This design comes from an exercise in tuning for small area on the open sky130 flow, not from production work.
Where RTL was checked, it was by simulation tests only, not by an equivalence proof against the original.
For runs 1 to 3, only the layout was checked, not whether the RTL still works.
Power and IR drop assume default switching activity.

==> design/flow/design.v <==
localparam int NUM_CODES   = 4;    
localparam int CODE_DIGITS = 20;   
localparam int MIN_CODE_LEN = 4;
localparam int MAX_CODE_LEN = 12;
localparam int DEBOUNCE_CYCLES   = 4;    
localparam int BEEP_CYCLES       = 5;    
localparam int WRONG_CYCLES      = 10;   
localparam int LOCKOUT_CYCLES    = 30;
localparam int AUTO_LOCK_CYCLES  = 20;   
localparam int OPEN_ALARM_CYCLES = 15;   
localparam int MAX_TRIES = 5;   
localparam int LIMIT_A = (DEBOUNCE_CYCLES > BEEP_CYCLES) ? DEBOUNCE_CYCLES : BEEP_CYCLES;
localparam int LIMIT_B = (WRONG_CYCLES > LOCKOUT_CYCLES) ? WRONG_CYCLES : LOCKOUT_CYCLES;
localparam int LIMIT_C = (AUTO_LOCK_CYCLES > OPEN_ALARM_CYCLES) ?
                         AUTO_LOCK_CYCLES : OPEN_ALARM_CYCLES;
localparam int LIMIT_AB = (LIMIT_A > LIMIT_B) ? LIMIT_A : LIMIT_B;
localparam int LONGEST_LIMIT = (LIMIT_AB > LIMIT_C) ? LIMIT_AB : LIMIT_C;
localparam int TIMER_W = $clog2(LONGEST_LIMIT + 1);
localparam int TRIES_W = $clog2(MAX_TRIES + 1);
localparam logic [3:0] DIGIT_MARK  = 4'hA;   
localparam logic [3:0] DIGIT_BLANK = 4'hB;
localparam logic [3:0] DIGIT_ERROR = 4'hE;   
localparam logic [3:0] DIGIT_EMPTY = 4'hF;   
localparam int DISPLAY_DIGITS = 6;
localparam logic [23:0] DISPLAY_BLANK = {DISPLAY_DIGITS{DIGIT_BLANK}};
localparam logic [3:0] reset_st = 4'd0;
localparam logic [3:0] locked = 4'd1;
localparam logic [3:0] ajar = 4'd2;
localparam logic [3:0] open_door = 4'd3;
localparam logic [3:0] open_alarm = 4'd4;
localparam logic [3:0] check_code = 4'd5;
localparam logic [3:0] wrong_code = 4'd6;
localparam logic [3:0] lockout = 4'd7;
localparam logic [3:0] entry_beep = 4'd8;
localparam logic [3:0] debounce_unlock = 4'd9;
localparam logic [3:0] debounce_lock = 4'd10;
`timescale 1ns/1ps
module code_store (
  input  logic          clk,
  input  logic          rst,
  input  logic          code_load,
  input  logic [319:0]  code_in,      
  input  logic          check,        
  output logic [95:0]   mcode,        
  output logic [95:0]   mcode_n,      
  output logic [1:0]    mf12,         
  output logic          loaded        
);
localparam int NUM_CODES   = 4;    
localparam int CODE_DIGITS = 20;   
localparam int MIN_CODE_LEN = 4;
localparam int MAX_CODE_LEN = 12;
localparam int DEBOUNCE_CYCLES   = 4;    
localparam int BEEP_CYCLES       = 5;    
localparam int WRONG_CYCLES      = 10;   
localparam int LOCKOUT_CYCLES    = 30;
localparam int AUTO_LOCK_CYCLES  = 20;   
localparam int OPEN_ALARM_CYCLES = 15;   
localparam int MAX_TRIES = 5;   
localparam int LIMIT_A = (DEBOUNCE_CYCLES > BEEP_CYCLES) ? DEBOUNCE_CYCLES : BEEP_CYCLES;
localparam int LIMIT_B = (WRONG_CYCLES > LOCKOUT_CYCLES) ? WRONG_CYCLES : LOCKOUT_CYCLES;
localparam int LIMIT_C = (AUTO_LOCK_CYCLES > OPEN_ALARM_CYCLES) ?
                         AUTO_LOCK_CYCLES : OPEN_ALARM_CYCLES;
localparam int LIMIT_AB = (LIMIT_A > LIMIT_B) ? LIMIT_A : LIMIT_B;
localparam int LONGEST_LIMIT = (LIMIT_AB > LIMIT_C) ? LIMIT_AB : LIMIT_C;
localparam int TIMER_W = $clog2(LONGEST_LIMIT + 1);
localparam int TRIES_W = $clog2(MAX_TRIES + 1);
localparam logic [3:0] DIGIT_MARK  = 4'hA;   
localparam logic [3:0] DIGIT_BLANK = 4'hB;
localparam logic [3:0] DIGIT_ERROR = 4'hE;   
localparam logic [3:0] DIGIT_EMPTY = 4'hF;   
localparam int DISPLAY_DIGITS = 6;
localparam logic [23:0] DISPLAY_BLANK = {DISPLAY_DIGITS{DIGIT_BLANK}};
localparam logic [3:0] reset_st = 4'd0;
localparam logic [3:0] locked = 4'd1;
localparam logic [3:0] ajar = 4'd2;
localparam logic [3:0] open_door = 4'd3;
localparam logic [3:0] open_alarm = 4'd4;
localparam logic [3:0] check_code = 4'd5;
localparam logic [3:0] wrong_code = 4'd6;
localparam logic [3:0] lockout = 4'd7;
localparam logic [3:0] entry_beep = 4'd8;
localparam logic [3:0] debounce_unlock = 4'd9;
localparam logic [3:0] debounce_lock = 4'd10;
  logic [3:0] f12_in;
  for (genvar s = 0; s < NUM_CODES; s++) begin : g_f12
    assign f12_in[s] = (code_in[80*s+48 +: 4] == DIGIT_EMPTY);
  end
  logic [95:0] even_q, even_d;
  logic [1:0]  even_f12_q, even_f12_d;
  logic [95:0] odd_q;
  logic [1:0]  odd_f12_q;
  for (genvar m = 0; m < 2; m++) begin : g_m
    assign even_d[48*m +: 48] = (code_in[160*m +: 48] & {48{code_load}}) |
                                (even_q[48*m +: 48] & {48{!code_load}});
    assign even_f12_d[m] = (f12_in[2*m] & code_load) | (even_f12_q[m] & !code_load);
  end
  always_ff @(posedge clk) begin
    even_q     <= even_d;
    even_f12_q <= even_f12_d;
  end
  always_ff @(posedge clk) begin
    if (code_load) begin
      odd_q[47:0]  <= code_in[127:80];
      odd_q[95:48] <= code_in[287:240];
      odd_f12_q    <= {f12_in[3], f12_in[1]};
    end
  end
  always_ff @(posedge clk or posedge rst) begin
    if (rst) begin
      loaded <= 1'b0;   
    end
    else if (code_load) begin
      loaded <= 1'b1;
    end
  end
  assign mcode   = (odd_q & {96{check}}) | (even_d & {96{!check}});
  assign mcode_n = ~mcode;
  assign mf12  = (odd_f12_q & {2{check}}) | (even_f12_d & {2{!check}});
endmodule
`timescale 1ns/1ps
module code_matcher (
  input  logic [79:0] entry_value,
  input  logic [79:0] entry_n,      
  input  logic [47:0] code,         
  input  logic [47:0] code_n,       
  input  logic        f12,          
  output logic        code_match
);
localparam int NUM_CODES   = 4;    
localparam int CODE_DIGITS = 20;   
localparam int MIN_CODE_LEN = 4;
localparam int MAX_CODE_LEN = 12;
localparam int DEBOUNCE_CYCLES   = 4;    
localparam int BEEP_CYCLES       = 5;    
localparam int WRONG_CYCLES      = 10;   
localparam int LOCKOUT_CYCLES    = 30;
localparam int AUTO_LOCK_CYCLES  = 20;   
localparam int OPEN_ALARM_CYCLES = 15;   
localparam int MAX_TRIES = 5;   
localparam int LIMIT_A = (DEBOUNCE_CYCLES > BEEP_CYCLES) ? DEBOUNCE_CYCLES : BEEP_CYCLES;
localparam int LIMIT_B = (WRONG_CYCLES > LOCKOUT_CYCLES) ? WRONG_CYCLES : LOCKOUT_CYCLES;
localparam int LIMIT_C = (AUTO_LOCK_CYCLES > OPEN_ALARM_CYCLES) ?
                         AUTO_LOCK_CYCLES : OPEN_ALARM_CYCLES;
localparam int LIMIT_AB = (LIMIT_A > LIMIT_B) ? LIMIT_A : LIMIT_B;
localparam int LONGEST_LIMIT = (LIMIT_AB > LIMIT_C) ? LIMIT_AB : LIMIT_C;
localparam int TIMER_W = $clog2(LONGEST_LIMIT + 1);
localparam int TRIES_W = $clog2(MAX_TRIES + 1);
localparam logic [3:0] DIGIT_MARK  = 4'hA;   
localparam logic [3:0] DIGIT_BLANK = 4'hB;
localparam logic [3:0] DIGIT_ERROR = 4'hE;   
localparam logic [3:0] DIGIT_EMPTY = 4'hF;   
localparam int DISPLAY_DIGITS = 6;
localparam logic [23:0] DISPLAY_BLANK = {DISPLAY_DIGITS{DIGIT_BLANK}};
localparam logic [3:0] reset_st = 4'd0;
localparam logic [3:0] locked = 4'd1;
localparam logic [3:0] ajar = 4'd2;
localparam logic [3:0] open_door = 4'd3;
localparam logic [3:0] open_alarm = 4'd4;
localparam logic [3:0] check_code = 4'd5;
localparam logic [3:0] wrong_code = 4'd6;
localparam logic [3:0] lockout = 4'd7;
localparam logic [3:0] entry_beep = 4'd8;
localparam logic [3:0] debounce_unlock = 4'd9;
localparam logic [3:0] debounce_lock = 4'd10;
  localparam int NSHIFT = CODE_DIGITS - MIN_CODE_LEN + 1;
  logic [MAX_CODE_LEN-1:0] is_empty;
  logic [MAX_CODE_LEN-1:0] past_len;   
  logic                    valid;
  for (genvar j = 0; j < MAX_CODE_LEN; j++) begin : g_empty
    assign is_empty[j] = (code[4*j +: 4] == DIGIT_EMPTY);
    if (j < MIN_CODE_LEN) begin : g_low
      assign past_len[j] = 1'b0;
    end
    else if (j == MIN_CODE_LEN) begin : g_first
      assign past_len[j] = is_empty[j];
    end
    else begin : g_next
      assign past_len[j] = past_len[j-1] | is_empty[j];
    end
  end
  assign valid = !(|is_empty[MIN_CODE_LEN-1:0]) && (past_len[MAX_CODE_LEN-1] || f12);
  logic [NSHIFT-1:0] shift_hit;
  for (genvar k = 0; k < NSHIFT; k++) begin : g_shift
    logic [MAX_CODE_LEN-1:0] digit_ok;
    for (genvar j = 0; j < MAX_CODE_LEN; j++) begin : g_digit
      if (k + j < CODE_DIGITS) begin : g_in_range
        logic [3:0] bit_eq;
        for (genvar b = 0; b < 4; b++) begin : g_bit
          assign bit_eq[b] = !((entry_value[4*(k+j)+b] | code[4*j+b]) &
                               (entry_n[4*(k+j)+b] | code_n[4*j+b]));
        end
        assign digit_ok[j] = past_len[j] || (&bit_eq);
      end
      else begin : g_past_end
        assign digit_ok[j] = past_len[j];
      end
    end
    assign shift_hit[k] = &digit_ok;
  end
  assign code_match = valid && (|shift_hit);
endmodule
`timescale 1ns/1ps
module door_fsm (
  input  logic        clk,
  input  logic        rst,
  input  logic        door_open,
  input  logic        inside_button,
  input  logic        entry_valid,
  input  logic [79:0] entry_value,
  input  logic        code_match,
  output logic        check,        
  output logic        bolt,
  output logic        beep,
  output logic        keypad_en,
  output logic [23:0] display
);
  localparam logic [4-1:0] S_RESET   = 4'd1;
  localparam logic [4-1:0] S_LOCKED  = 4'd0;
  localparam logic [4-1:0] S_AJAR    = 4'd2;
  localparam logic [4-1:0] S_OPEN    = 4'd4;
  localparam logic [4-1:0] S_ALARM   = 4'd5;
  localparam logic [4-1:0] S_CHECK   = 4'd8;
  localparam logic [4-1:0] S_WRONG   = 4'd9;
  localparam logic [4-1:0] S_LOCKOUT = 4'd13;
  localparam logic [4-1:0] S_BEEP    = 4'd15;
  localparam logic [4-1:0] S_DEB_UN  = 4'd10;
  localparam logic [4-1:0] S_DEB_LK  = 4'd7;
  logic [4-1:0] state, state_n;
  logic [4:0] timer, timer_n;
  logic [2:0] tries, tries_n;
  logic       tclr;    
  logic entry_error;
  assign entry_error = entry_valid && (entry_value[3:0] == 4'hE);
  function automatic logic at(input logic [4:0] t, input int n);
    at = (t == 5'(n));
  endfunction
  always_comb begin
    state_n = state;
    tries_n = tries;
    tclr    = 1'b0;
    case (state)
      S_RESET: begin
        if (!door_open) begin
          state_n = S_LOCKED;
          tries_n = '0;
        end
      end
      S_LOCKED: begin
        tclr = 1'b1;
        if (entry_error)        state_n = S_BEEP;
        else if (inside_button) state_n = S_DEB_UN;
        else if (entry_valid) begin
          state_n = S_CHECK;
          tries_n = tries + 3'd1;
        end
      end
      S_CHECK: begin
        tclr = 1'b1;
        state_n = code_match ? S_AJAR : S_WRONG;
      end
      S_WRONG: begin
        if (at(timer, 10)) begin
          tclr = 1'b1;
          state_n = (tries >= 3'd5) ? S_LOCKOUT : S_LOCKED;
        end
      end
      S_LOCKOUT: begin
        if (at(timer, 30)) begin
          state_n = S_LOCKED;
          tries_n = '0;
        end
      end
      S_BEEP: begin
        if (at(timer, 5)) state_n = S_LOCKED;
      end
      S_DEB_UN: begin
        if (at(timer, 4)) begin
          tclr = 1'b1;
          state_n = S_AJAR;
        end
        else if (!inside_button) state_n = S_LOCKED;
      end
      S_DEB_LK: begin
        if (at(timer, 4)) state_n = S_LOCKED;
        else if (!inside_button) begin
          tclr = 1'b1;
          state_n = S_AJAR;
        end
      end
      S_AJAR: begin
        if (inside_button) begin
          tclr = 1'b1;
          state_n = S_DEB_LK;
        end
        else if (door_open) begin
          tclr = 1'b1;
          state_n = S_OPEN;
        end
        else if (at(timer, 20)) state_n = S_LOCKED;
      end
      S_OPEN: begin
        if (!door_open) begin
          tclr = 1'b1;
          state_n = S_AJAR;
        end
        else if (at(timer, 15)) state_n = S_ALARM;
      end
      S_ALARM: begin
        tclr = 1'b1;
        if (!door_open) state_n = S_AJAR;
      end
      default: state_n = S_RESET;
    endcase
  end
  assign timer_n = tclr ? 5'd0 : timer + 5'd1;
  always_ff @(posedge clk or posedge rst) begin
    if (rst) begin
      state <= S_RESET;
      timer <= '0;
      tries <= '0;
    end
    else begin
      state <= state_n;
      timer <= timer_n;
      tries <= tries_n;
    end
  end
  assign check = (state == S_CHECK);
  logic wrong, lockout;
  assign wrong   = (state == S_WRONG);
  assign lockout = (state == S_LOCKOUT);
  assign keypad_en = (state == S_LOCKED);
  assign beep = (state == S_BEEP) || (state == S_ALARM);
  assign bolt = (state == S_LOCKED) || (state == S_CHECK) || (state == S_DEB_UN) ||
                wrong || lockout || (state == S_BEEP);
  for (genvar i = 0; i < 6; i++) begin : g_disp
    assign display[4*i+3] = 1'b1;
    assign display[4*i+2] = 1'b0;
    assign display[4*i+1] = 1'b1;
    assign display[4*i]   = !((wrong && (tries > 3'(i))) || (lockout && (i < 5)));
  end
endmodule
`timescale 1ns/1ps
module door_lock_top (
  input  logic                               clk,
  input  logic                               rst,
  input  logic                               door_open,
  input  logic                               inside_button,
  input  logic                               code_load,
  input  logic [319:0] code_in,       
  input  logic [79:0]           entry_value,   
  input  logic                               entry_valid,
  output logic                               bolt,
  output logic                               beep,
  output logic                               keypad_en,
  output logic [23:0]        display        
);
localparam int NUM_CODES   = 4;    
localparam int CODE_DIGITS = 20;   
localparam int MIN_CODE_LEN = 4;
localparam int MAX_CODE_LEN = 12;
localparam int DEBOUNCE_CYCLES   = 4;    
localparam int BEEP_CYCLES       = 5;    
localparam int WRONG_CYCLES      = 10;   
localparam int LOCKOUT_CYCLES    = 30;
localparam int AUTO_LOCK_CYCLES  = 20;   
localparam int OPEN_ALARM_CYCLES = 15;   
localparam int MAX_TRIES = 5;   
localparam int LIMIT_A = (DEBOUNCE_CYCLES > BEEP_CYCLES) ? DEBOUNCE_CYCLES : BEEP_CYCLES;
localparam int LIMIT_B = (WRONG_CYCLES > LOCKOUT_CYCLES) ? WRONG_CYCLES : LOCKOUT_CYCLES;
localparam int LIMIT_C = (AUTO_LOCK_CYCLES > OPEN_ALARM_CYCLES) ?
                         AUTO_LOCK_CYCLES : OPEN_ALARM_CYCLES;
localparam int LIMIT_AB = (LIMIT_A > LIMIT_B) ? LIMIT_A : LIMIT_B;
localparam int LONGEST_LIMIT = (LIMIT_AB > LIMIT_C) ? LIMIT_AB : LIMIT_C;
localparam int TIMER_W = $clog2(LONGEST_LIMIT + 1);
localparam int TRIES_W = $clog2(MAX_TRIES + 1);
localparam logic [3:0] DIGIT_MARK  = 4'hA;   
localparam logic [3:0] DIGIT_BLANK = 4'hB;
localparam logic [3:0] DIGIT_ERROR = 4'hE;   
localparam logic [3:0] DIGIT_EMPTY = 4'hF;   
localparam int DISPLAY_DIGITS = 6;
localparam logic [23:0] DISPLAY_BLANK = {DISPLAY_DIGITS{DIGIT_BLANK}};
localparam logic [3:0] reset_st = 4'd0;
localparam logic [3:0] locked = 4'd1;
localparam logic [3:0] ajar = 4'd2;
localparam logic [3:0] open_door = 4'd3;
localparam logic [3:0] open_alarm = 4'd4;
localparam logic [3:0] check_code = 4'd5;
localparam logic [3:0] wrong_code = 4'd6;
localparam logic [3:0] lockout = 4'd7;
localparam logic [3:0] entry_beep = 4'd8;
localparam logic [3:0] debounce_unlock = 4'd9;
localparam logic [3:0] debounce_lock = 4'd10;
  logic [95:0] mcode;
  logic [1:0]  mf12;
  logic        loaded;
  logic        check;
  logic [1:0]  slot_hit;
  logic        pulse_hit;    
  logic        code_match;
  logic [79:0] entry_n;
  logic [95:0] mcode_n;
  assign entry_n = ~entry_value;
  code_store code_store_i (
    .clk       (clk),
    .rst       (rst),
    .code_load (code_load),
    .code_in   (code_in),
    .check     (check),
    .mcode     (mcode),
    .mcode_n   (mcode_n),
    .mf12      (mf12),
    .loaded    (loaded)
  );
  for (genvar m = 0; m < 2; m++) begin : g_match
    code_matcher code_matcher_i (
      .entry_value (entry_value),
      .entry_n     (entry_n),
      .code        (mcode[48*m +: 48]),
      .code_n      (mcode_n[48*m +: 48]),
      .f12         (mf12[m]),
      .code_match  (slot_hit[m])
    );
  end
  always_ff @(posedge clk) begin
    pulse_hit <= |slot_hit;
  end
  assign code_match = loaded && (pulse_hit || (|slot_hit));
  door_fsm door_fsm_i (
    .clk           (clk),
    .rst           (rst),
    .door_open     (door_open),
    .inside_button (inside_button),
    .entry_valid   (entry_valid),
    .entry_value   (entry_value),
    .code_match    (code_match),
    .check         (check),
    .bolt          (bolt),
    .beep          (beep),
    .keypad_en     (keypad_en),
    .display       (display)
  );
endmodule
==> design/flow/flow/run.sh <==
#!/bin/bash
# The standard layout, with the smallest buffer on the ports.
set -euo pipefail
export BUFFER_PORTS_ARGS="-buffer_cell sky130_fd_sc_hd__buf_1"
bash standard.sh finish > standard_flow.log 2>&1
==> design/flow/standard.sh <==
#!/bin/bash
# synth_recipe.tcl (not shown) runs the flow's synth.tcl, then flattens the netlist and writes it again
# the make line also repeats each setting of config.mk as NAME=value (left out here)
make -C /OpenROAD-flow-scripts/flow DESIGN_CONFIG=/design/flow/config.mk WORK_HOME=/design/flow/orfs CLKGATE_MAP_FILE= SYNTH_SCRIPT=/design/flow/synth_recipe.tcl "${@:-finish}"
==> design/flow/config.mk <==
export PLATFORM = sky130hd
export DESIGN_NAME = door_lock_top
export DESIGN_NICKNAME = door_lock_top
export VERILOG_FILES = /design/flow/design.v
export SDC_FILE = /design/flow/constraint.sdc
export NUM_CORES = 4
export LEC_CHECK = 0
export CAP_MARGIN = 20
export CELL_PAD_IN_SITES_DETAIL_PLACEMENT = 1
export CELL_PAD_IN_SITES_GLOBAL_PLACEMENT = 2
export CORE_MARGIN = 2
export CORE_UTILIZATION = 30
export PLACE_DENSITY = 0.35
export SLEW_MARGIN = 20
export SYNTH_HIERARCHICAL = 1
==> design/flow/constraint.sdc <==
create_clock -name core_clock -period 10.0 [get_ports {clk}]
set_input_delay 2.0000 -clock core_clock [delete_from_list [all_inputs] [get_ports {clk}]]
set_output_delay 2.0000 -clock core_clock [all_outputs]
set_load 0.01 [all_outputs]
==> run notes, run 1 <==
Post-Route WL=between 150000 and 200000 um; Setup crit end kind=flip-flop; largest net degree at the start of global routing=55; final std cells w/o fill=between 4k and 5k; worst setup path class=input pin to flip-flop; Final Max Tran Viols=0; outcome=complete, no violations; crit-path max FO=31; synth top area cells=o22ai_1 35%, edfxtp_1 12%, dfxtp_1 8.3%; fin crit share=about three quarters; Synth Flop Type=dfxtp_1; CP max stage cell=nor4_1; fraction of layout cells with a size suffix above 1=around 15%; worst setup margin=2350 ps; share of the synthesized area in the top cell type=35.5%; routed vias=between 30k and 40k; number of synthesized flops with an enable pin=about 100; DRT antenna net count=0; Async S/R FF share, synth=between 6 and 7%; HPWL Detailed=between 100000 and 150000 um; CTS buffer count=26; post-cts gate resize count=0; Power, Total=slightly above 8 mW; Final GP Congestion=about 1.0; Tmin final=7650 ps; clk buf depth=3; hold crit path type=flip-flop to flip-flop; first-pass GRT wire length=~280000 um; chip height=286 um; Cell Area, Synth=0.0238 mm2; worst slack at placement=about 2200 ps; CTS sink cnt=210; CP startpoint kind=input pin; Seq/Total Area, Yosys=22.1%; Power Density=301 mW/mm2; clk latency of the worst-skew pair=between 600 and 700 ps; Placed Instances=4252; Least-Margin Pin Slew=~1300 ps; synthesis-to-finish area growth=12.6%; max frequency=about 0.13 GHz; Mean Syn Cell Area=approximately 7.4 um2; final net count=about 3.6k; Tot GR Track Use=46.3%; Warnings, synthesis=10; maximum capacitance violations=0; top cell type by total area after synthesis=o22ai_1; CTS tree=done; die width=286 um; # setup viols final=0; vias in the first global route=about 35k; Crit path required time=10560 ps; row cnt=just over 100; H-tree level count=1; DR iter-0 viols=6699; CTS root buffer=clkbuf_16; slew margin rel.=13.1%; maximum vdd drop=about 150 uV; synthesized instance count=3212; Die ar.=0.0815 mm2; Seq cells post-synth=210; Netlist cell types=79; total congestion overflow=0; initial antenna violation count=17; CP peak stage delay=960 ps; Critical Path AT=slightly above 8000 ps; core area=0.0787 mm2; RSZ-0062 raised after global routing=false; io pins=~430; setup_tns=0 ps; count leader, synth=o22ai_1; Post-synth top cells=1349 x o22ai_1, 427 x clkbuf_1, 294 x nand4_1; Pre-antenna DRT Iters=7; Post-route DRC=0; Critical Path, Cell by Cell=clkbuf_4 > buf_4 > mux2_2 > mux2i_2 > buf_4 > inv_1 > o22ai_1 > nand4_1 > nor4_1 > nand4_1 > a31oi_1 > o21ai_0 > nand4b_1 > o31a_1 > o31a_1 > inv_1 > a21boi_0 > o2111ai_1 > mux2_4; clk_skew=roughly 55 ps; CTS Hold Bufs=0; Final Hold Vio Count=0; vias per cell=roughly 8.3; post-CTS setup repair buffer count=0; Wirelength per Cell=around 46 um; input/output buffers=around 300; Initial Util=between 30% and 40%; Pleak=~8.5 nW; clk slew on worst S/H paths=around 70 ps
==> cell usage in the layout, fill, tap and decap left out, types with 24 or more instances in the layout <==
cell type,synthesis,routed
nand2_1,39,39
buf_1,42,268
mux2i_1,89,41
conb_1,2,24
nor2_1,34,34
edfxtp_1,98,98
nor4_1,27,26
buf_4,28,221
nand4_1,294,294
a21oi_1,44,44
clkbuf_2,8,27
dfxtp_1,99,99
mux2_2,88,88
clkbuf_16,0,26
mux2i_2,6,54
o22ai_1,1349,1349
inv_1,184,167
a41oi_1,58,58
==> cell type report <==
class / instances / area, um2
antenna: 4 / 10.0
clock buffer: 33 / 707
clock inverter: 14 / 176
fill: 9512 / 52000
inverter: 190 / 713
multi-input combinational: 2282 / 15700
sequential: 210 / 5250
tap: 1050 / 1310
timing repair buffer: 520 / 2870
==> state kept, by name, summed over array words and instances, names as in the netlist <==
signal                   flops
door_fsm_i.timer             5
door_fsm_i.tries             3
code_store_i.even_q         96
code_store_i.even_f12_q      2
door_fsm_i.state             4
code_store_i.odd_q          96
code_store_i.odd_f12_q       2
code_store_i.loaded          1
pulse_hit                    1
==> modules after synthesis (local to each module, per instance) <==
module         cells  copies in the design  cell area [um2]  flip-flops and latches
code_store       519                     1             7670                     197
door_lock_top     83                     1              335                       1
door_fsm         154                     1             1300                      12
code_matcher    1228                     2             7230                       0
==> per-stage QoR <==
step / cell area (um2) / util (%) / hold WS [ps]
floorplan: 23900 / - / 430
global placement: 25900 / 32.8 / 457
detailed placement: 25900 / 32.8 / 464
CTS: 26700 / 34.0 / 477
global route: 26800 / 34.0 / 488
finish: 26800 / 34.0 / 473
==> power by group <==
group          internal, mW  switching, mW  leakage, nW
clock network         0.578          0.412        0.428
registers             0.995         0.0666         1.96
logic                  1.81           4.20         6.09
==> critical path, delay by kind of cell <==
kind | cells | cell delay, ps
mux | 3 | 840
buf+inv | 5 | 1790
simple gates | 4 | 1530
compound gates | 7 | 1960
==> per-layer routing <==
| metal | wire length, um | global-route usage, % |
|---|---|---|
| met3 | 35900 | 25.9 |
| met1 | 73100 | 58.0 |
| met5 | 307 | 1.28 |
| met4 | 16000 | 27.7 |
| met2 | 73700 | 60.8 |
==> kinds of logic (layout without fill, tap and decap cells) <==
kind of cell,after synthesis,after routing,share of synthesized area (%)
compound gates,1543,1543,41.7
xor+xnor,3,3,0.111
fa+ha+maj,7,7,0.368
buf+inv,742,757,12.9
flops,210,210,22.1
mux,200,200,9.46
other cells,2,28,0.0316
simple gates,505,505,13.4
==> path summary, 6_finish.rpt <==
| kind | startpoint | to | slack, ps | cells after the start |
|---|---|---|---|---|
| worst max-delay path | code_load | door_fsm_i.state[0] | 2350 | 19 |
| worst min-delay path | code_store_i.even_q[74] | code_store_i.even_q[74] | 470 | 1 |
| worst max register to register | door_fsm_i.state[3] | door_fsm_i.state[0] | 2460 | 19 |
| worst min register to register | code_store_i.even_q[74] | code_store_i.even_q[74] | 470 | 1 |
| max in group asynchronous | rst | door_fsm_i.timer[2] | 8190 | 2 |
| min in group asynchronous | rst | code_store_i.loaded | 1210 | 2 |
==> inputs of run 2 (changes only) <==
--- a/design/flow/design.v
+++ b/design/flow/design.v
@@ -42,7 +42,6 @@
   input  logic [319:0]  code_in,      
   input  logic          check,        
   output logic [95:0]   mcode,        
-  output logic [95:0]   mcode_n,      
   output logic [1:0]    mf12,         
   output logic          loaded        
 );
@@ -115,15 +114,12 @@
     end
   end
   assign mcode   = (odd_q & {96{check}}) | (even_d & {96{!check}});
-  assign mcode_n = ~mcode;
   assign mf12  = (odd_f12_q & {2{check}}) | (even_f12_d & {2{!check}});
 endmodule
 `timescale 1ns/1ps
 module code_matcher (
   input  logic [79:0] entry_value,
-  input  logic [79:0] entry_n,      
   input  logic [47:0] code,         
-  input  logic [47:0] code_n,       
   input  logic        f12,          
   output logic        code_match
 );
@@ -187,8 +183,7 @@
       if (k + j < CODE_DIGITS) begin : g_in_range
         logic [3:0] bit_eq;
         for (genvar b = 0; b < 4; b++) begin : g_bit
-          assign bit_eq[b] = !((entry_value[4*(k+j)+b] | code[4*j+b]) &
-                               (entry_n[4*(k+j)+b] | code_n[4*j+b]));
+          assign bit_eq[b] = (entry_value[4*(k+j)+b] == code[4*j+b]);
         end
         assign digit_ok[j] = past_len[j] || (&bit_eq);
       end
@@ -399,9 +394,6 @@
   logic [1:0]  slot_hit;
   logic        pulse_hit;    
   logic        code_match;
-  logic [79:0] entry_n;
-  logic [95:0] mcode_n;
-  assign entry_n = ~entry_value;
   code_store code_store_i (
     .clk       (clk),
     .rst       (rst),
@@ -409,16 +401,13 @@
     .code_in   (code_in),
     .check     (check),
     .mcode     (mcode),
-    .mcode_n   (mcode_n),
     .mf12      (mf12),
     .loaded    (loaded)
   );
   for (genvar m = 0; m < 2; m++) begin : g_match
     code_matcher code_matcher_i (
       .entry_value (entry_value),
-      .entry_n     (entry_n),
       .code        (mcode[48*m +: 48]),
-      .code_n      (mcode_n[48*m +: 48]),
       .f12         (mf12[m]),
       .code_match  (slot_hit[m])
     );
==> run 2 against run 1 <==
Clock skew shrank 47 ps. Total power down 5.6%. First-iteration DRC count shrank 86%. Final area up 6.1%. Worst setup slack better by 150 ps. Critical endpoint is now door_fsm_i.state[1]. Largest power group unchanged. Highest routed layer is now met4.
==> run notes, run 2 <==
outcome=complete, no violations; DR iter-0 viols=922 (-86%); Final Max Tran Viols=0 (unchanged); Async S/R FF share, synth=6.19% (unchanged); CP startpoint=code_load; worst setup margin=2500 ps (+152 ps); RSZ-0062 raised after global routing=false; Critical Path AT=7920 ps (-290 ps); chip height=304 um (+6.3%); Comb pwr share=73.7% (-0.9 points); Warnings, synthesis=10 (unchanged); clk buf depth=3 (unchanged); Setup crit end kind=flip-flop; Post-Route WL=123000 um (-38%); CTS sink cnt=210 (unchanged); H-tree level count=1 (unchanged); count leader, synth=xor2_1; final net count=3285 (-9.8%); clock network power share=12.4% (about the same); Sw Ratio=52.2% (-5.8 points); io pins=433 (unchanged); hold_sp=code_store_i.even_f12_q[0]; Post-route DRC=0 (unchanged); vias in the first global route=23.7k (-32%); crit-path max FO=55 (+77%); multi-input logic area=0.0190 mm2 (+21%); Tmin final=7500 ps (-152 ps); Power Density=268 mW/mm2 (-11%); CP startpoint kind=input pin; maximum vdd drop=185 uV (+23%); synthesis-to-finish area growth=5.52%; Mean Syn Cell Area=9.59 um2 (+30%); sequential share of power=13.9% (+0.7 points); fill count=10.2k (+7.3%); number of synthesized flops with an enable pin=98 (unchanged); Wirelength per Cell=30.4 um (-34%); Least-Margin Pin Slew=1170 ps (-132 ps); die width=304 um (+6.3%); Final Hold Vio Count=0 (unchanged); wire length on met1=52900 um (-28%); Synth Flop Type=dfxtp_1; synthesized instance count=2806 (-13%); # setup viols final=0 (unchanged); worst setup path class=input pin to flip-flop; Seq cells post-synth=210 (unchanged); top cell type by total area after synthesis=xor2_1; FF-to-FF path depth=19 (unchanged); post-CTS setup repair buffer count=0 (unchanged); fin crit share=75.0% (-1.5 points); HPWL Detailed=86000 um (-28%); switching pwr=3.97 mW (-15%); final std cells w/o fill=4054 (-5.8%); Cell Area, Synth=0.0269 mm2 (+13%); Initial Util=30.4% (+0.17 points); Tot GR Track Use=26.3% (-20 points); total congestion overflow=0 (unchanged); row cnt=109 (+5.8%); Final GP Congestion=0.802 (-21%); clk latency of the worst-skew pair=540 ps (-90 ps); Die ar.=0.0921 mm2 (+13%); clk_skew=8.07 ps (-46.7 ps); slew margin rel.=21.9% (+8.9 points); clk slew on worst S/H paths=60 ps (about the same); max frequency=0.133 GHz (+2.0%); Power, Total=7.61 mW (-5.6%); synth top area cells=xor2_1 25%, xnor2_1 19%, edfxtp_1 11%; CTS tree=done; largest net degree at the start of global routing=56 (+1.8%); Top Registers=code_store_i.even_q (96), code_store_i.odd_q (96), door_fsm_i.timer (5); met3 WL=3270 um (-91%); Crit path required time=10420 ps (-140 ps); Netlist cell types=68 (-14%); setup_tns=0 ps (unchanged); Post-synth top cells=757 x xor2_1, 590 x xnor2_1, 184 x mux2_2; Seq/Total Area, Yosys=19.5% (-2.6 points); initial antenna violation count=0 (-17); met2 WL post-DR=64800 um (-12%); hold crit path type=flip-flop to flip-flop; CTS root buffer=clkbuf_16; routed vias=21.6k (-39%); WHS Path Cells=2 (+1); Pleak=9.52 nW (+12%); input/output buffers=296 (unchanged); maximum capacitance violations=0 (unchanged); CTS buffer count=24 (-7.7%); fraction of layout cells with a size suffix above 1=14.7% (-0.68 points); max layer used=met4; DRT antenna net count=0 (unchanged); Pre-antenna DRT Iters=4 (-3); Placed Instances=4011 (-5.7%); Internal=3.64 mW (+7.6%); worst r2r src=door_fsm_i.state[3]; first-pass GRT wire length=177000 um (-36%); worst slack at placement=2000 ps (-167 ps); CTS Hold Bufs=0 (unchanged); post-cts gate resize count=0 (unchanged); share of the synthesized area in the top cell type=24.6% (-11 points); ANT cells=0 (-4); most frequent cells in the layout=757 x xor2_1, 590 x xnor2_1, 247 x buf_1; most common cell after layout, fill and taps aside=xor2_1; vias per cell=5.32 (-36%); core area=0.0886 mm2 (+13%); Sequential Area=0.00525 mm2 (unchanged)
==> run 2: cell types whose count changed after synthesis, sizes merged, moves of 176 or more <==
cell    before  now
clkbuf     435   24
inv        190   14
xor2         1  757
o22ai     1350   30
xnor2        2  590
buf        117  338
==> run 2: cells by family after synthesis <==
family                   synth area share [%]
flip-flops                               19.5
other                                  0.0279
XOR/XNOR                                 43.8
buffers and inverters                    10.3
AND/OR/NAND/NOR                          11.6
adder cells (fa/ha/maj)                 0.325
multiplexers                             8.53
AO/OA/AOI/OAI                            5.87
==> run 2: final timing paths <==
check,endpoint,slack [ps]
max in group asynchronous,door_fsm_i.state[0],8070
setup / recovery,door_fsm_i.state[1],2500
hold reg to reg,code_store_i.even_f12_q[0],470
min in group asynchronous,code_store_i.loaded,1350
hold / removal,code_store_i.even_f12_q[0],470
setup reg to reg,door_fsm_i.state[1],2680
==> run 2: power by group through the flow <==
| stage | registers, mW | logic (mW) | clock network (mW) |
|---|---|---|---|
| floorplan | 1.03 | 4.58 | 0 |
| global placement | 1.07 | 5.48 | 0 |
| detailed placement | 1.08 | 5.65 | 0 |
| CTS | 1.06 | 5.67 | 0.974 |
| global route | 1.07 | 6.01 | 1.01 |
| finish | 1.06 | 5.61 | 0.946 |
==> run 2: Yosys stat by module, one instance, submodules excluded <==
module | cells inside | copies in the design | flip-flops and latches | cell area (um2)
code_matcher | 1113 | 2 | 0 | 9120
code_store | 423 | 1 | 197 | 7340
door_fsm | 154 | 1 | 12 | 1300
door_lock_top | 3 | 1 | 1 | 35.0
==> run 2: critical path: stages <==
cell,delay (ps)
clkbuf_4,500
buf_12,360
buf_12,330
mux2_2,380
mux2_2,530
nand4_4,330
nand4_4,450
nor2_4,540
o41ai_1,210
nand4_1,180
nor4_1,80
nor4_1,430
a31oi_1,320
o31a_1,450
nand3b_1,110
o21ai_0,100
nand2_1,110
nand4_1,100
mux2_4,260
==> run 2: layout make-up <==
type                    count  share of cell area [%]
multi-input cells        2242                    66.8
flip-flops and latches    210                    18.5
repair buffers            380                    6.44
well taps                1165                    5.13
clock buffers              32                    2.37
clock inverters            11                   0.590
inverters                  14                   0.185
==> run 2: through the flow <==
step / hold WS, ps / utilization, % / instance area, um2
2_1_floorplan: 430 / - / 27000
3_3_place_gp: 448 / 31.1 / 27600
3_5_place_dp: 454 / 31.1 / 27600
4_1_cts: 473 / 32.0 / 28400
5_1_grt: 486 / 32.0 / 28400
6_report: 465 / 32.0 / 28400
==> run 2: metal layers <==
metal | GRT usage (%) | up-vias
met3 | 2.23 | 127
met4 | 4.87 | 0
met5 | 0 | -
met2 | 49.9 | 478
li1 | - | 9739
met1 | 32.4 | 11200
==> inputs of run 3 (changes only) <==
--- a/design/flow/design.v
+++ b/design/flow/design.v
@@ -42,6 +42,7 @@
   input  logic [319:0]  code_in,      
   input  logic          check,        
   output logic [95:0]   mcode,        
+  output logic [95:0]   mcode_n,      
   output logic [1:0]    mf12,         
   output logic          loaded        
 );
@@ -114,12 +115,15 @@
     end
   end
   assign mcode   = (odd_q & {96{check}}) | (even_d & {96{!check}});
+  assign mcode_n = ~mcode;
   assign mf12  = (odd_f12_q & {2{check}}) | (even_f12_d & {2{!check}});
 endmodule
 `timescale 1ns/1ps
 module code_matcher (
   input  logic [79:0] entry_value,
+  input  logic [79:0] entry_n,      
   input  logic [47:0] code,         
+  input  logic [47:0] code_n,       
   input  logic        f12,          
   output logic        code_match
 );
@@ -183,7 +187,8 @@
       if (k + j < CODE_DIGITS) begin : g_in_range
         logic [3:0] bit_eq;
         for (genvar b = 0; b < 4; b++) begin : g_bit
-          assign bit_eq[b] = (entry_value[4*(k+j)+b] == code[4*j+b]);
+          assign bit_eq[b] = !((entry_value[4*(k+j)+b] | code[4*j+b]) &
+                               (entry_n[4*(k+j)+b] | code_n[4*j+b]));
         end
         assign digit_ok[j] = past_len[j] || (&bit_eq);
       end
@@ -394,6 +399,9 @@
   logic [1:0]  slot_hit;
   logic        pulse_hit;    
   logic        code_match;
+  logic [79:0] entry_n;
+  logic [95:0] mcode_n;
+  assign entry_n = ~entry_value;
   code_store code_store_i (
     .clk       (clk),
     .rst       (rst),
@@ -401,13 +409,16 @@
     .code_in   (code_in),
     .check     (check),
     .mcode     (mcode),
+    .mcode_n   (mcode_n),
     .mf12      (mf12),
     .loaded    (loaded)
   );
   for (genvar m = 0; m < 2; m++) begin : g_match
     code_matcher code_matcher_i (
       .entry_value (entry_value),
+      .entry_n     (entry_n),
       .code        (mcode[48*m +: 48]),
+      .code_n      (mcode_n[48*m +: 48]),
       .f12         (mf12[m]),
       .code_match  (slot_hit[m])
     );
==> design/flow/flow/run.sh (replaced) <==
#!/bin/bash
# The standard layout, with the smallest buffer on the ports, and the
# buffers that synthesis added removed before placement.
set -euo pipefail
export BUFFER_PORTS_ARGS="-buffer_cell sky130_fd_sc_hd__buf_1"
export REMOVE_ABC_BUFFERS=1
bash standard.sh finish > standard_flow.log 2>&1
--- a/design/flow/config.mk
+++ b/design/flow/config.mk
@@ -5,11 +5,15 @@
 export SDC_FILE = /design/flow/constraint.sdc
 export NUM_CORES = 4
 export LEC_CHECK = 0
-export CAP_MARGIN = 20
+export CAP_MARGIN = 0
 export CELL_PAD_IN_SITES_DETAIL_PLACEMENT = 1
 export CELL_PAD_IN_SITES_GLOBAL_PLACEMENT = 2
 export CORE_MARGIN = 2
 export CORE_UTILIZATION = 30
+export CTS_BUF_LIST = sky130_fd_sc_hd__clkbuf_8
+export CTS_CLUSTER_DIAMETER = 80
+export CTS_CLUSTER_SIZE = 24
+export GPL_TIMING_DRIVEN = 0
 export PLACE_DENSITY = 0.35
-export SLEW_MARGIN = 20
+export SLEW_MARGIN = 0
 export SYNTH_HIERARCHICAL = 1
==> run 3 against run 2 <==
The layout now fails its checks (capacitance limit, slew limit). Register-to-register slack got worse by 1200 ps. Hold slack gained 8.7 ps. Clock power decreased by 32%. Maximum frequency shrank 16%. Via count increased by 59%. Critical path depth grew 1. Clock skew is 56 ps higher. Cell count up 1.6%. Critical endpoint is now door_fsm_i.state[0].
==> run notes, run 3 <==
maximum capacitance violations=10 (+10); Crit path required time=10610 ps (+190 ps); top cell type by total area after synthesis=o22ai_1; Least-Margin Pin Slew=1650 ps (+474 ps); Setup crit end kind=flip-flop; Power Density=292 mW/mm2 (+9.0%); largest net degree at the start of global routing=44 (-21%); CP startpoint kind=input pin; clk buf depth=3 (unchanged); Warnings, synthesis=10 (unchanged); # setup viols final=0 (unchanged); fill count=9479 (-7.1%); layout check failures=capacitance limit, slew limit; post-cts gate resize count=0 (unchanged); CTS sink cnt=210 (unchanged); Pleak=7.69 nW (-19%); clk latency of the worst-skew pair=670 ps (+130 ps); synth top area cells=o22ai_1 35%, edfxtp_1 12%, dfxtp_1 8.3%; setup_tns=0 ps (unchanged); initial antenna violation count=9 (+9); Post-route DRC=0 (unchanged); worst setup path class=input pin to flip-flop; clk slew on worst S/H paths=120 ps (+60 ps); vias in the first global route=34.2k (+44%); number of synthesized flops with an enable pin=98 (unchanged); synthesis-to-finish area growth=8.53%; synthesized instance count=3212 (+14%); Netlist cell types=79 (+16%); slew margin rel.=-9.69% (-32 points); Cell Area, Synth=0.0238 mm2 (-12%); Top Registers=code_store_i.even_q (96), code_store_i.odd_q (96), door_fsm_i.timer (5); io pins=433 (unchanged); Die ar.=0.0815 mm2 (-12%); DRT antenna net count=0 (unchanged); Final Max Tran Viols=100 (+100); Wirelength per Cell=45.1 um (+48%); Tmin final=8930 ps (+1430 ps); CTS buffer count=18 (-25%); routed vias=34.3k (+59%); chip height=286 um (-5.9%); crit-path max FO=43 (-22%); Async S/R FF share, synth=6.19% (unchanged); count leader, synth=o22ai_1; core area=0.0787 mm2 (-11%); HPWL Detailed=108000 um (+26%); vias per cell=8.33 (+57%); final net count=3467 (+5.5%); H-tree level count=1 (unchanged); Final Hold Vio Count=0 (unchanged); die width=286 um (-5.9%); most frequent cells in the layout=1349 x o22ai_1, 294 x nand4_1, 246 x buf_1; Seq cells post-synth=210 (unchanged); CTS root buffer=clkbuf_8; share of the synthesized area in the top cell type=35.5% (+11 points); input/output buffers=296 (unchanged); fraction of layout cells with a size suffix above 1=12.2% (-2.5 points); Initial Util=30.2% (-0.17 points); WHS=474 ps (+8.66 ps); Mean Syn Cell Area=7.40 um2 (-23%); Seq/Total Area, Yosys=22.1% (+2.6 points); DR iter-0 viols=6708 (+630%); outcome=failed layout checks; CTS Hold Bufs=0 (unchanged); most common cell after layout, fill and taps aside=o22ai_1; post-CTS setup repair buffer count=0 (unchanged); first-pass GRT wire length=258000 um (+46%); hold crit path type=flip-flop to flip-flop; Critical Path AT=9540 ps (+1620 ps); RSZ-0062 raised after global routing=false; total congestion overflow=0 (unchanged); CTS tree=done; Final GP Congestion=0.951 (+19%); clk_skew=64.4 ps (+56.3 ps); Post-Route WL=186000 um (+51%); Placed Instances=4081 (+1.7%); Pre-antenna DRT Iters=8 (+4); fin crit share=89.3% (+14 points); Tot GR Track Use=43.0% (+17 points); row cnt=103 (-5.5%); final std cells w/o fill=4118 (+1.6%); maximum vdd drop=173 uV (-6.5%); Post-synth top cells=1349 x o22ai_1, 427 x clkbuf_1, 294 x nand4_1; Synth Flop Type=dfxtp_1; max frequency=0.112 GHz (-16%)
[run 3: cell types whose count changed after synthesis, sizes merged, moves of 20 or more]
cell	delta
xor2	-756
a21oi	+20
o22ai	+1320
mux2	-96
buf	-221
xnor2	-588
nor4	-144
mux2i	+96
clkbuf	+411
inv	+176
nand4	+132
o41ai	-42
[run 3: layer usage]
layer  GRT usage (%)  wire (um)  vias to the layer above
met3            19.6      30100                      928
li1                -          -                    12900
met5            1.63        105                        -
met1            54.8      70400                    16900
met2            59.3      73000                     3535
met4            24.3      12100                       12
[run 3: final cells by class]
type                            count  area [um2]  share of cell area [%]
Multi-Input combinational cell   2282       16000                    61.9
Clock buffer                       19         262                    1.01
Sequential cell                   210        5250                    20.4
Timing Repair Buffer              352        2110                    8.16
Antenna cell                        2        5.00                  0.0194
Clock inverter                     13         191                   0.742
Inverter                          190         713                    2.76
Tap cell                         1050        1310                    5.09
[run 3: path summary, 6_finish.rpt]
check                                            from                         end  slack [ps]  cells past startpoint
hold / removal             code_store_i.even_f12_q[0]  code_store_i.even_f12_q[0]         470                      2
setup / recovery                            code_load         door_fsm_i.state[0]        1070                     20
max in group asynchronous                         rst         door_fsm_i.state[0]        8200                      2
hold reg to reg            code_store_i.even_f12_q[0]  code_store_i.even_f12_q[0]         470                      2
min in group asynchronous                         rst         code_store_i.loaded        1200                      2
setup reg to reg                  door_fsm_i.state[3]         door_fsm_i.state[0]        1510                     18
[run 3: kinds of logic after synthesis]
kind of cell | Yosys count | share of synthesized area (%)
AO/OA/AOI/OAI | 1543 | 41.7
buffers and inverters | 742 | 12.9
AND/OR/NAND/NOR | 505 | 13.4
flip-flops | 210 | 22.1
multiplexers | 200 | 9.46
adder cells (fa/ha/maj) | 7 | 0.368
XOR/XNOR | 3 | 0.111
other | 2 | 0.0316
[run 3: worst max-delay path, cell delays in order]
cell,delay [ps]
buf_2,230
buf_12,260
buf_12,270
buf_12,270
mux2_2,410
mux2i_4,800
inv_1,790
o22ai_1,390
nand4_1,150
nor4_1,1080
nand3_1,540
a211oi_1,450
nor2_1,110
nand4_1,140
o31a_1,340
o31a_1,400
inv_1,80
a21boi_0,250
o2111ai_1,150
mux2_4,280
[run 3: Yosys stat by module (local to each module, per instance)]
module | copies in the design | area, um2
code_store | 1 | 7670
code_matcher | 2 | 7230
door_fsm | 1 | 1300
door_lock_top | 1 | 335
[run 3: power by group]
| group | switching [mW] | internal, mW | leakage (nW) |
|---|---|---|---|
| logic | 4.08 | 1.76 | 5.52 |
| clock network | 0.367 | 0.272 | 0.220 |
| registers | 0.0682 | 0.993 | 1.96 |
| total | 4.51 | 3.02 | 7.69 |
[run 3: stage by stage]
step | total power [mW] | cell area (um2) | utilization (%) | worst slack [ps]
CTS | 7.22 | 25700 | 32.6 | 1730
global placement | 6.31 | 23900 | 30.4 | -7790
finish | 7.54 | 25800 | 32.8 | 1070
floorplan | 4.40 | 21500 | - | 1160
global route | 7.69 | 25800 | 32.8 | 1190
detailed placement | 6.55 | 25300 | 32.1 | 978
==> inputs of run 4 (changes only) <==
--- a/design/flow/design.v
+++ b/design/flow/design.v
@@ -327,18 +327,18 @@
     end
   end
   assign check = (state == S_CHECK);
-  logic wrong, lockout;
-  assign wrong   = (state == S_WRONG);
-  assign lockout = (state == S_LOCKOUT);
+  logic in_wrong, in_lockout;
+  assign in_wrong   = (state == S_WRONG);
+  assign in_lockout = (state == S_LOCKOUT);
   assign keypad_en = (state == S_LOCKED);
   assign beep = (state == S_BEEP) || (state == S_ALARM);
   assign bolt = (state == S_LOCKED) || (state == S_CHECK) || (state == S_DEB_UN) ||
-                wrong || lockout || (state == S_BEEP);
+                in_wrong || in_lockout || (state == S_BEEP);
   for (genvar i = 0; i < 6; i++) begin : g_disp
     assign display[4*i+3] = 1'b1;
     assign display[4*i+2] = 1'b0;
     assign display[4*i+1] = 1'b1;
-    assign display[4*i]   = !((wrong && (tries > 3'(i))) || (lockout && (i < 5)));
+    assign display[4*i]   = !((in_wrong && (tries > 3'(i))) || (in_lockout && (i < 5)));
   end
 endmodule
 `timescale 1ns/1ps
==> design/flow/config.mk (replaced) <==
export PLATFORM = sky130hd
export DESIGN_NAME = door_lock_top
export DESIGN_NICKNAME = door_lock_top
export VERILOG_FILES = /design/flow/design.v
export SDC_FILE = /design/flow/constraint.sdc
export NUM_CORES = 4
export LEC_CHECK = 0
export CAP_MARGIN = 20
export CELL_PAD_IN_SITES_DETAIL_PLACEMENT = 1
export CELL_PAD_IN_SITES_GLOBAL_PLACEMENT = 2
export CORE_MARGIN = 2
export CORE_UTILIZATION = 30
export CTS_BUF_LIST = sky130_fd_sc_hd__clkbuf_8
export CTS_CLUSTER_DIAMETER = 60
export CTS_CLUSTER_SIZE = 16
export GPL_TIMING_DRIVEN = 0
export PLACE_DENSITY = 0.35
export SLEW_MARGIN = 20
export SYNTH_HIERARCHICAL = 1
==> run 4 against run 3 <==
The run now finishes clean. Sequential share of layout area down 1.5 points. Core utilization up 2.6 points. Global-route usage down 0.40 points. Count of clock-buffer cells in the layout up 8. Wire length down 1.7%. Critical path type is now flip-flop to flip-flop.
==> run notes, run 4 <==
Pre-antenna DRT Iters=6 (-2); setup_tns=0 ps (unchanged); hold crit path type=flip-flop to flip-flop; Pleak=8.57 nW (+11%); CTS buffer count=27 (+9); maximum vdd drop=128 uV (-26%); clk_skew=23.6 ps (-40.8 ps); GR Layer Usage met2=64.2% (+4.9 points); chip height=286 um (+0.21%); fill count=9438 (-0.43%); Global Route met1 Usage=51.3% (-3.5 points); Mean Syn Cell Area=7.40 um2 (about the same); synthesized instance count=3225 (+0.40%); Post-Route WL=183000 um (-1.7%); count leader, synth=o22ai_1; core area=0.0789 mm2 (+0.16%); crit-path max FO=20 (-53%); placed cell area=0.0272 mm2 (+7.7%); Synth Flop Type=dfxtp_1; fraction of layout cells with a size suffix above 1=15.9% (+3.7 points); slew margin rel.=10.6% (+20 points); routed vias=34.3k (+0.067%); Post-synth top cells=1350 x o22ai_1, 424 x clkbuf_1, 293 x nand4_1; Cell Area, Synth=0.0239 mm2 (+0.42%); Wirelength per Cell=43.1 um (-4.5%); Die ar.=0.0819 mm2 (+0.41%); Post-route DRC=0 (unchanged); synth top area cells=o22ai_1 35%, edfxtp_1 12%, dfxtp_1 8.3%; CP peak stage delay=920 ps (-160 ps); CP startpoint kind=flip-flop; Seq cells post-synth=210 (unchanged); number of synthesized flops with an enable pin=98 (unchanged); met3 Usage GRT=13.0% (-6.5 points); total congestion overflow=0 (unchanged); worst slack at placement=545 ps (-432 ps); Placed Instances=4183 (+2.5%); worst setup margin=293 ps (-775 ps); Crit path required time=10510 ps (-100 ps); most frequent cells in the layout=1350 x o22ai_1, 293 x nand4_1, 248 x buf_1; Critical Path AT=10220 ps (+680 ps); Async S/R FF share, synth=6.19% (unchanged); clk buf depth=3 (unchanged); vias in the first global route=34.9k (+1.9%); Top Registers=code_store_i.even_q (96), code_store_i.odd_q (96), door_fsm_i.timer (5); vias per cell=8.10 (-2.8%); Final GP Congestion=0.945 (-0.62%); RSZ-0062 raised after global routing=false; CTS sink cnt=210 (unchanged); CTS tree=done; Final Hold Vio Count=0 (unchanged); io pins=433 (unchanged); DR iter-0 viols=4828 (-28%); share of the synthesized area in the top cell type=35.4% (-0.12 points); Seq/Total Area, Yosys=22.0% (-0.093 points); Netlist cell types=90 (+14%); cell mode on critical path=buf_4; initial antenna violation count=3 (-6); final net count=3579 (+3.2%); row cnt=103 (unchanged); top cell type by total area after synthesis=o22ai_1; Warnings, synthesis=9 (-1); Tot GR Track Use=42.6% (-0.40 points); clk latency of the worst-skew pair=660 ps (about the same); max frequency=0.103 GHz (-8.0%); DRT antenna net count=0 (unchanged); CP max stage cell=mux2i_2; GR peak layer=met2; outcome=complete, no violations; first-pass GRT wire length=259000 um (+0.36%); final std cells w/o fill=4240 (+3.0%); # setup viols final=0 (unchanged); HPWL Detailed=118000 um (+9.5%); most common cell after layout, fill and taps aside=o22ai_1; Setup crit end kind=flip-flop; Tmin final=9710 ps (+775 ps); Least-Margin Pin Slew=1330 ps (-316 ps); CTS Hold Bufs=0 (unchanged); die width=286 um (+0.21%); worst setup path class=flip-flop to flip-flop; H-tree level count=1 (unchanged); Initial Util=30.3% (+0.078 points); CTS root buffer=clkbuf_8; fin crit share=97.1% (+7.8 points); synthesis-to-finish area growth=16.8%; maximum capacitance violations=0 (-10); final instance area=0.0279 mm2 (+8.1%); Power Density=217 mW/mm2 (-26%); clk slew on worst S/H paths=80 ps (-40 ps); input/output buffers=302 (+2.0%); fin util=35.4% (+2.6 points); largest net degree at the start of global routing=36 (-18%); Final Max Tran Viols=0 (-100%)
run 4: cell type report:
cell class	count	area [um2]	area share (%)
Multi-Input combinational cell	2294	16200	58.3
Sequential cell	210	5250	18.8
Timing Repair Buffer	439	3730	13.4
Tap cell	1050	1310	4.71
Inverter	191	717	2.57
Clock buffer	27	372	1.33
Clock inverter	23	241	0.866
Antenna cell	6	15.0	0.0538
run 4: where the power goes:
group,switching (mW),internal [mW],total (mW)
Sequential,0.0744,0.991,1.07
Combinational,2.84,1.39,4.23
Clock,0.396,0.347,0.743
Total,3.31,2.73,6.04
run 4: cells by family (layout without fill, tap and decap cells):
logic type	count (synthesis)	in the layout	share of synthesized area, %
multiplexers	200	200	9.37
AND/OR/NAND/NOR	512	512	13.6
flip-flops	210	210	22.0
XOR/XNOR	3	3	0.110
AO/OA/AOI/OAI	1551	1551	41.6
other	2	24	0.0315
adder cells (fa/ha/maj)	10	10	0.524
buffers and inverters	737	680	12.7
run 4: final timing paths:
kind                                     start                  end  slack, ps  depth (start not counted)
min                        code_store_i.loaded  code_store_i.loaded        470                          1
max in group asynchronous                  rst  door_fsm_i.state[0]       8220                          2
max                        door_fsm_i.state[3]  door_fsm_i.state[1]        290                         30
min reg2reg                code_store_i.loaded  code_store_i.loaded        470                          1
max reg2reg                door_fsm_i.state[3]  door_fsm_i.state[1]        290                         30
min in group asynchronous                  rst  code_store_i.loaded       1240                          2
run 4: per-layer routing:
| metal | wire, um | part of all wire [%] |
|---|---|---|
| met1 | 66000 | 36 |
| met4 | 16800 | 9.2 |
| met2 | 77500 | 42 |
| met3 | 22200 | 12 |
| met5 | 62 | 0.034 |
run 4: timing repair:
item | CTS | global route
buffers inserted | 0 | 0
endpoints found under the setup margin | 0 | 1
resized for setup | 0 | 1
endpoints found under the hold margin | 0 | 0
run 4: metrics by stage:
step,hold slack [ps],power (mW)
finish,472,6.04
global route,502,6.22
CTS,479,5.85
detailed placement,464,5.09
global placement,442,4.84
floorplan,430,3.42
run 4: per-module statistics from Yosys, one instance, submodules excluded:
module,copies in the design,flip-flops and latches,area [um2],cells inside
code_store,1,197,7670,519
door_fsm,1,12,1400,167
door_lock_top,1,1,335,83
code_matcher,2,0,7230,1228
run 4: worst max-delay path: cells and delay by family (launching register included):
| kind | cells | cell delay, ps |
|---|---|---|
| DFF | 1 | 780 |
| muxes | 1 | 920 |
| buffers and inverters | 14 | 3160 |
| and+or+nand+nor | 8 | 2990 |
| AOI/OAI and AO/OA | 7 | 1640 |
==> inputs of run 5 (changes only) <==
==> design/flow/flow/run.sh (replaced) <==
#!/bin/bash
# The standard layout, with the smallest buffer on the ports.
set -euo pipefail
export BUFFER_PORTS_ARGS="-buffer_cell sky130_fd_sc_hd__buf_1"
bash standard.sh finish > standard_flow.log 2>&1
--- a/design/flow/config.mk
+++ b/design/flow/config.mk
@@ -13,7 +13,6 @@
 export CTS_BUF_LIST = sky130_fd_sc_hd__clkbuf_8
 export CTS_CLUSTER_DIAMETER = 60
 export CTS_CLUSTER_SIZE = 16
-export GPL_TIMING_DRIVEN = 0
 export PLACE_DENSITY = 0.35
 export SLEW_MARGIN = 20
 export SYNTH_HIERARCHICAL = 1
==> run 5 against run 4 <==
Still clean. Count of clock-buffer cells in the layout rose by 3. Synthesized cell count unchanged. Via count is 4.6% higher. Non-clock buffer count is 86 higher. Clock power is 5.4% higher. Register-to-register slack better by 2400 ps. First-iteration DRC count grew 47%. Critical path depth shrank 13. Total power about the same. Die area is the same. Clock skew rose by 36 ps. Critical endpoint unchanged.
==> run notes, run 5 <==
post-cts gate resize count=0 (unchanged); Post-synth top cells=1350 x o22ai_1, 424 x clkbuf_1, 293 x nand4_1; core area=0.0789 mm2 (unchanged); CTS root buffer=clkbuf_8; HPWL Detailed=122000 um (+3.0%); Post-Route WL=202000 um (+11%); input/output buffers=302 (unchanged); Synth Flop Type=dfxtp_1; Tot GR Track Use=46.9% (+4.3 points); worst setup path class=input pin to flip-flop; outcome=complete, no violations; # setup viols final=0 (unchanged); row cnt=103 (unchanged); sequential share of power=17.6% (about the same); Comb pwr share=69.4% (-0.6 points); synth top area cells=o22ai_1 35%, edfxtp_1 12%, dfxtp_1 8.3%; final net count=3664 (+2.4%); CTS Hold Bufs=0 (unchanged); vias in the first global route=35.3k (+1.4%); Netlist cell types=90 (unchanged); final std cells w/o fill=4322 (+1.9%); CTS buffer count=26 (-3.7%); Placed Instances=4270 (+2.1%); share of the synthesized area in the top cell type=35.4% (unchanged); worst slack at placement=1930 ps (+1380 ps); count leader, synth=o22ai_1; top cell type by total area after synthesis=o22ai_1; clk buf depth=3 (unchanged); clock network power share=13.0% (+0.7 points); Pre-antenna DRT Iters=9 (+3); total congestion overflow=0 (unchanged); maximum vdd drop=125 uV (-2.3%); switching pwr=3.47 mW (+4.7%); Sw Ratio=57.5% (+2.6 points); chip height=286 um (unchanged); Die ar.=0.0819 mm2 (unchanged); DRT antenna net count=0 (unchanged); io pins=433 (unchanged); clk_skew=59.2 ps (+35.6 ps); Final Hold Vio Count=0 (unchanged); Pleak=8.33 nW (-2.8%); Top Registers=code_store_i.even_q (96), code_store_i.odd_q (96), door_fsm_i.timer (5); Seq cells post-synth=210 (unchanged); fin crit share=75.7% (-21 points); Warnings, synthesis=9 (unchanged); crit-path max FO=40 (+100%); CTS tree=done; Post-route DRC=0 (unchanged); CP startpoint kind=input pin; Cell Area, Synth=0.0239 mm2 (unchanged); Setup crit end kind=flip-flop; slew margin rel.=13.9% (+3.3 points); maximum capacitance violations=0 (unchanged); hold crit path type=flip-flop to flip-flop; Initial Util=30.3% (unchanged); Critical Path AT=8180 ps (-2040 ps); Wirelength per Cell=46.8 um (+8.8%); fraction of layout cells with a size suffix above 1=15.8% (-0.10 points); Async S/R FF share, synth=6.19% (unchanged); Internal=2.57 mW (-5.8%); Seq/Total Area, Yosys=22.0% (unchanged); clk latency of the worst-skew pair=730 ps (+70 ps); most common cell after layout, fill and taps aside=o22ai_1; vias per cell=8.31 (+2.6%); synthesized instance count=3225 (unchanged); worst setup margin=2430 ps (+2140 ps); RSZ-0062 raised after global routing=false; initial antenna violation count=16 (+13); first-pass GRT wire length=278000 um (+7.4%); die width=286 um (unchanged); DR iter-0 viols=7109 (+47%); setup_tns=0 ps (unchanged); most frequent cells in the layout=1350 x o22ai_1, 293 x nand4_1, 271 x buf_1; CTS sink cnt=210 (unchanged); Mean Syn Cell Area=7.40 um2 (unchanged); Crit path required time=10610 ps (+100 ps); Final GP Congestion=0.967 (+2.3%); Power Density=227 mW/mm2 (+4.7%); number of synthesized flops with an enable pin=98 (unchanged); Final Max Tran Viols=0 (unchanged); routed vias=35.9k (+4.6%); Tmin final=7570 ps (-2140 ps); clk slew on worst S/H paths=100 ps (+20 ps); H-tree level count=1 (unchanged); Least-Margin Pin Slew=1290 ps (-38.2 ps); largest net degree at the start of global routing=52 (+44%); post-CTS setup repair buffer count=0 (unchanged); synthesis-to-finish area growth=11.6%; max frequency=0.132 GHz (+28%)
==> run 5: cell counts after synthesis <==
No cell type changed its count.
==> run 5: path summary, 6_finish.rpt <==
kind	endpoint	cells past startpoint	slack [ps]	from
max	door_fsm_i.state[1]	17	2430	code_load
min	code_store_i.even_f12_q[1]	2	470	code_store_i.even_f12_q[1]
max reg2reg	door_fsm_i.state[1]	18	2660	door_fsm_i.state[3]
min reg2reg	code_store_i.even_f12_q[1]	2	470	code_store_i.even_f12_q[1]
max in group asynchronous	door_fsm_i.state[0]	2	8340	rst
min in group asynchronous	code_store_i.loaded	2	1090	rst
==> run 5: metal layers <==
| layer | GRT usage, % | wire (um) |
|---|---|---|
| met5 | 1.57 | 266 |
| met4 | 27.2 | 15300 |
| met3 | 25.9 | 35800 |
| met2 | 62.0 | 75300 |
| met1 | 58.9 | 75800 |
==> run 5: stage by stage <==
step / instance area [um2] / total power [mW] / hold WS, ps / util, %
floorplan: 23900 / 3.58 / 430 / -
global placement: 26000 / 4.89 / 453 / 32.9
detailed placement: 26000 / 4.97 / 456 / 32.9
CTS: 26600 / 5.77 / 479 / 33.7
global route: 26600 / 6.16 / 500 / 33.8
finish: 26600 / 6.04 / 470 / 33.8
==> run 5: final cells by class <==
class	count	area [um2]
sequential	210	5250
inverter	191	717
clock inverter	18	230
timing repair buffer	525	2860
antenna	4	10.0
fill	9645	52200
tap	1050	1310
multi-input combinational	2294	15800
clock buffer	30	413
==> run 5: kinds of logic (layout without fill, tap and decap cells) <==
family,Yosys count,in the layout,share of synthesized area [%]
mux,200,200,9.37
flops,210,210,22.0
simple gates,512,512,13.6
compound gates,1551,1551,41.6
xor+xnor,3,3,0.110
other cells,2,22,0.0315
fa+ha+maj,10,10,0.524
buf+inv,737,764,12.7
==> run 5: power by group through the flow <==
stage                     Sequential (mW)  Combinational [mW]  Clock (mW)
after floorplan                      1.03                2.55           0
after global placement               1.08                3.82           0
after detailed placement             1.08                3.89           0
after CTS                            1.06                3.90       0.805
after global routing                 1.08                4.24       0.837
final                                1.06                4.19       0.783
==> run 5: worst max-delay path, cell delays in order <==
cell	delay, ps
clkbuf_4	660
buf_4	420
mux2_2	380
mux2i_1	820
inv_1	470
nand4_1	530
nand4_4	250
o22ai_1	350
nor3_1	130
o21ai_1	150
nand3_1	130
o31a_1	570
o31a_1	460
a31oi_1	190
nor3_1	60
nor4bb_1	400
a2bb2oi_1	120
==> run 5: modules after synthesis (local to each module, per instance) <==
module         cells  cell area, um2  copies in the design
code_store       519            7670                     1
door_lock_top     83             335                     1
door_fsm         167            1400                     1
code_matcher    1228            7230                     2

port drivers added, routing unchanged:
No port has a modelled driver above. Below, the same layouts with a new extraction and two added sets of constraints. Step 1 sets driving cells, clkbuf_16 on the clock port and buf_2 on the other inputs (assumed; they add their load-dependent delay and slew). Step 2, shift: input delay + t, output delay - t, t = (earliest + latest rising clock arrival at the registers) / 2. This alone moves slack from input paths to output paths. Three values: ideal ports, drivers, drivers and shift; two values: the first two.
run	t, ns	setup slack, ns	latest minus earliest clock arrival (ns)
run 1	0.670	2.348 / 2.375 / 1.704	0.055 / 0.055
run 2	0.591	2.499 / 2.536 / 1.945	0.013 / 0.013
run 3	0.710	1.068 / 1.117 / 0.407	0.073 / 0.073
run 4	0.710	0.293 / 0.293 / 0.293	0.031 / 0.031
run 5	0.773	2.430 / 2.474 / 1.701	0.074 / 0.074
The setup slack of run 5, which loses most, moves by +0.044 ns with the drivers and by -0.729 ns with both steps.
